This design comes from an exercise in tuning for small area, a short achievable clock period and few clock cycles per item on the open sky130 flow, not from production work.
The RTL was checked by simulation tests, not by an equivalence proof against the original design.

==> run a <==
## wrapped_angle_slew_tracker
module wrapped_angle_slew_tracker
(
	input  wire logic                  clk,
	input  wire logic                  arst_n,
	input  wire logic                  cfg_valid,
	output      logic                  cfg_ready,
	input  wire logic [wast_pkg::CFG_IDX_W-1:0]  cfg_index,
	input  wire logic [wast_pkg::CFG_DATA_W-1:0] cfg_data,
	input  wire logic                  in_valid,
	output      logic                  in_ready,
	input  wire logic [wast_pkg::CMD_W-1:0]      cmd,
	input  wire logic [wast_pkg::ANGLE_W-1:0]    angle_in,
	input  wire logic [wast_pkg::TIME_W-1:0]     elapsed_time,
	output      logic                  out_valid,
	input  wire logic                  out_ready,
	output      logic [wast_pkg::ANGLE_W-1:0]    current_angle,
	output      logic [wast_pkg::ANGLE_W-1:0]    target_angle
);
	localparam logic [16:0] FULL17 = 17'd46080;
	localparam logic [16:0] HALF17 = 17'd23040;
	logic [wast_pkg::SLEW_W-1:0]  slew_q;
	logic [wast_pkg::GAIN_W-1:0]  gain_q;
	logic        v0_q;
	logic [1:0]  c0_q;
	logic [15:0] t0_q;
	logic        s1_load;
	logic        v1_q;
	logic [1:0]  c1_q;
	logic [27:0] g1_q;
	logic [15:0] l1_q;
	logic        gz1_q;
	logic [15:0] goal_q;
	logic [14:0] dmag_q;
	logic        dneg_q;
	logic        out_valid_q;
	logic        adv;
	logic [15:0] angle_f;
	logic [31:0] gd_s, gd_c;
	logic [35:0] sd_s, sd_c;
	logic [31:0] gd;
	logic [35:0] sd;
	logic [15:0] lim_sat;
	logic [15:0] cur_c;
	assign cfg_ready = 1'b1;
	assign adv       = v1_q && (!out_valid_q || out_ready);
	assign s1_load   = !v1_q || !out_valid_q || out_ready;
	assign in_ready  = !v0_q || s1_load;
	assign out_valid = out_valid_q;
	always_ff @(posedge clk or negedge arst_n) begin
		if (!arst_n) begin
			slew_q <= wast_pkg::RESET_SLEW;
			gain_q <= wast_pkg::RESET_GAIN;
		end else if (cfg_valid) begin
			case (cfg_index)
				wast_pkg::REG_MAX_SLEW: slew_q <= cfg_data[wast_pkg::SLEW_W-1:0];
				wast_pkg::REG_GAIN:     gain_q <= cfg_data[wast_pkg::GAIN_W-1:0];
				default: ;
			endcase
		end
	end
	assign angle_f = (angle_in >= wast_pkg::FULL_TURN) ? angle_in - wast_pkg::FULL_TURN : angle_in;
	logic [17:0] gain3;
	logic [21:0] slew3;
	always_ff @(posedge clk) begin
		gain3 <= {2'b00, gain_q} + {1'b0, gain_q, 1'b0};
		slew3 <= {2'b00, slew_q} + {1'b0, slew_q, 1'b0};
	end
  ...
clock: 11.0 ns
lec_check: 0
abc_area: 1
cap_margin: 20
core_margin: 2
core_utilization: 65
setup_slack_margin: 5
slew_margin: 20
standard.sh (not shown) runs the stock make flow with config.mk's settings and CLKGATE_MAP_FILE= SYNTH_SCRIPT=/design/flow/synth_recipe.tcl, a recipe that flattens the netlist after the stock synthesis.
==> flow/flow/run.sh <==
#!/bin/bash
# Standard layout, with one netlist clean-up between synthesis and floorplan:
# flow/faopt.py removes inverters around full adders by flipping the polarity
# of full adders (a full adder is self-dual), without changing the logic.
set -euo pipefail
R="$PWD/orfs/results/${FLOW_PLATFORM}/wrapped_angle_slew_tracker/base"
bash standard.sh synth > synth.log 2>&1
python3 flow/faopt.py "$R/1_2_yosys.v" "$R/1_2_yosys.faopt.v" > faopt.log 2>&1
grep -c "sky130_fd_sc_hd__inv" "$R/1_2_yosys.v" "$R/1_2_yosys.faopt.v" >> faopt.log 2>&1 || true
cp "$R/1_2_yosys.v" "$R/1_2_yosys.standard.v"
mv "$R/1_2_yosys.faopt.v" "$R/1_2_yosys.v"
bash standard.sh > layout.log 2>&1
Other scripts of this flow, unchanged in this note and not shown: flow/flow/faopt.py
==> inputs of run b, as changes to run a <==
--- a/flow/design.v
+++ b/flow/design.v
@@ -117,24 +117,27 @@
 		if (s1_load) begin
 			c1_q  <= c0_q;
 			g1_q  <= {(gd[31:28] != '0) ? 4'hF : gd[27:24], gd[23:0]};
 			l1_q  <= (c0_q == wast_pkg::CMD_TICK) ? lim_sat : t0_q;
 			gz1_q <= (gain_q == '0) || (t0_q == '0);
 		end
 	end
 	always_comb begin
-		logic [16:0] t;
-		if (dneg_q) begin
-			t = {1'b0, goal_q} + {2'b00, dmag_q};
-			cur_c = (t >= FULL17) ? 16'(t - FULL17) : t[15:0];
-		end else begin
-			t = {1'b0, goal_q} - {2'b00, dmag_q};
-			cur_c = t[16] ? 16'(t + FULL17) : t[15:0];
-		end
+		logic signed [17:0] g, d, p, pw, q, qw;
+		g  = $signed({2'b00, goal_q});
+		d  = $signed({3'b000, dmag_q});
+		p  = g + d;
+		pw = g + d - $signed({1'b0, FULL17});
+		q  = g - d;
+		qw = g - d + $signed({1'b0, FULL17});
+		if (dneg_q)
+			cur_c = pw[17] ? p[15:0] : pw[15:0];
+		else
+			cur_c = q[17] ? qw[15:0] : q[15:0];
 	end
 	assign current_angle = cur_c;
 	assign target_angle  = goal_q;
 	logic [14:0] zmask;
 	logic [23:0] lor;
 	logic        rnd;
 	logic [43:0] q_s, q_c;
 	logic [19:0] sh, ch;
- CORE_UTILIZATION: 65 -> 52
- SETUP_SLACK_MARGIN: 5 -> 4
==> notes <==
Of run b and run a, run a has the higher via count (gap about 10%, measured against run a).
Non-clock buffer count: run a is higher than run b (157).
In run b the utilization is lower than in run a, by 21 points.
In run b the die area is higher than in run a, by about 23%.
Testbench counts of run a, summed over its fixed seeds: cycles 2,424, items 2,400.
Testbench counts of run b, summed over its fixed seeds: cycles 2,424, items 2,400.

* * *

==> inputs of job 3283 <==
Another version of the RTL of wrapped_angle_slew_tracker (not shown whole).
clock: 11.0 ns
lec_check: 0
abc_area: 1
cap_margin: 20
core_margin: 2
core_utilization: 58
place_density: 0.75
setup_slack_margin: 5
slew_margin: 20
Scripts as last shown in full above: flow/flow/run.sh
Other scripts of this flow, unchanged in this note and not shown: flow/flow/faopt.py
==> inputs of job 2811, as changes to job 3283 <==
--- a/flow/design.v
+++ b/flow/design.v
@@ -118,22 +118,25 @@
 			c1_q  <= c0_q;
 			g1_q  <= {(gd[31:28] != '0) ? 4'hF : gd[27:24], gd[23:0]};
 			l1_q  <= (c0_q == wast_pkg::CMD_TICK) ? lim_sat : t0_q;
 			gz1_q <= (gain_q == '0) || (t0_q == '0);
 		end
 	end
 	always_comb begin
-		logic [16:0] t;
-		if (dneg_q) begin
-			t = {1'b0, goal_q} + {2'b00, dmag_q};
-			cur_c = (t >= FULL17) ? 16'(t - FULL17) : t[15:0];
-		end else begin
-			t = {1'b0, goal_q} - {2'b00, dmag_q};
-			cur_c = t[16] ? 16'(t + FULL17) : t[15:0];
-		end
+		logic signed [17:0] g, d, p, pw, q, qw;
+		g  = $signed({2'b00, goal_q});
+		d  = $signed({3'b000, dmag_q});
+		p  = g + d;
+		pw = g + d - $signed({1'b0, FULL17});
+		q  = g - d;
+		qw = g - d + $signed({1'b0, FULL17});
+		if (dneg_q)
+			cur_c = pw[17] ? p[15:0] : pw[15:0];
+		else
+			cur_c = q[17] ? qw[15:0] : q[15:0];
 	end
 	assign current_angle = cur_c;
 	assign target_angle  = goal_q;
 	logic [14:0] zmask;
 	logic [23:0] lor;
 	logic        rnd;
 	logic [43:0] q_s, q_c;
@@ -145,14 +148,16 @@
 	logic [19:0] yd, yl, y12;
 	logic        sneg;
 	logic        lo, hi;
 	logic [16:0] r_l, r_13;
 	logic [14:0] tk_mag;
 	logic        tk_neg;
 	logic [15:0] gz_t;
+	logic [14:0] gz_w;
+	logic        d_lt13;
 	logic        use_m;
 	logic [14:0] v_m;
 	logic [5:0][23:0] lp;
 	always_comb begin
 		lp[0] = g1_q[23:0];
 		for (int l = 0; l < 5; l++)
 			for (int i = 0; i < 24; i++)
@@ -186,21 +191,23 @@
 		lo   = !y12[19];
 		sneg = dneg_q && !gz1_q && (dmag_q != '0);
 		r_l  = {2'b00, dmag_q} - {1'b0, l1_q};
 		r_13 = {2'b00, dmag_q} - 17'd13;
 		sel_m = !hi && !lo;
 		sel_l = hi && (sneg || !lo);
 		v_l  = r_l[16]  ? 15'd0 : r_l[14:0];
-		v_13 = r_13[16] ? 15'd0 : r_13[14:0];
+		d_lt13 = (dmag_q < 15'd13);
+		v_13 = d_lt13 ? 15'd0 : r_13[14:0];
 		gz_t = {1'b0, dmag_q} + 16'd13;
-		if (dneg_q && gz1_q && !r_13[16]) begin
-			if ({1'b0, gz_t} > HALF17) begin
-				tk_mag = 15'(FULL17 - {1'b0, gz_t});
+		gz_w = 15'(16'd46067 - {1'b0, dmag_q});
+		if (dneg_q && gz1_q && !d_lt13) begin
+			if (dmag_q > 15'd23027) begin
+				tk_mag = gz_w;
 				tk_neg = 1'b0;
-			end else if ({1'b0, gz_t} == HALF17) begin
+			end else if (dmag_q == 15'd23027) begin
 				tk_mag = 15'(HALF17);
 				tk_neg = (goal_q < wast_pkg::HALF_TURN);
 			end else begin
 				tk_mag = gz_t[14:0];
 				tk_neg = 1'b1;
 			end
 			use_m = 1'b0;
PLACE_DENSITY = not set   (was 0.75)
SETUP_SLACK_MARGIN = 4   (was 5)
==> summary of the runs <==
Job 2811 completed with no timing, DRC or antenna violations. Job 3283 passed the timing, design-rule and antenna checks.
In register-to-register slack, job 2811 and job 3283 hardly differ.
Clock skew: job 2811 is lower than job 3283 (0.0032 ns).
Between job 3283 and job 2811, the lower setup slack is in job 2811 (gap 0.00092 ns).
Global-route usage: job 3283 is higher than job 2811 (3.1 points).
Between job 3283 and job 2811, the lower die area is in job 2811 (gap about 1.8%, measured against job 2811).
Of job 3283 and job 2811, job 3283 has the higher core utilization (gap 6.7 points).
Against job 2811, the area after synthesis of job 3283 is higher by 1.8%.
Of job 3283 and job 2811, job 3283 has the higher routed wire length (gap about 16%, measured against job 2811).
Testbench counts of job 3283, summed over its fixed seeds: cycles 2,424, items 2,400.
Testbench counts of job 2811, summed over its fixed seeds: cycles 2,424, items 2,400.

-- port drivers added, routing unchanged --
In the flow no input, the clock included, has a driving cell. The finished layouts below were timed again as built, in two steps. Step 1 sets driving cells, clkbuf_16 on the clock port and buf_2 on the other inputs (assumed; they add their load-dependent delay and slew). Step 2 also shifts input and output timing later by t, the mid clock arrival at the registers, as if the neighbouring blocks saw the same clock. Slacks: ideal ports / drivers / drivers and shift; pairs: ideal ports / drivers.
run	t, ns	setup WS [ns]	hold WS [ns]
run a	0.556	4.001 / 4.001 / 4.001	0.462 / 0.462 / 0.462
run b	0.575	4.196 / 4.196 / 4.196	0.463 / 0.463 / 0.463
job 3283	0.566	4.144 / 4.144 / 4.144	0.484 / 0.484 / 0.484
job 2811	0.571	4.143 / 4.143 / 4.143	0.455 / 0.455 / 0.455
After both steps every run listed still meets setup and hold.
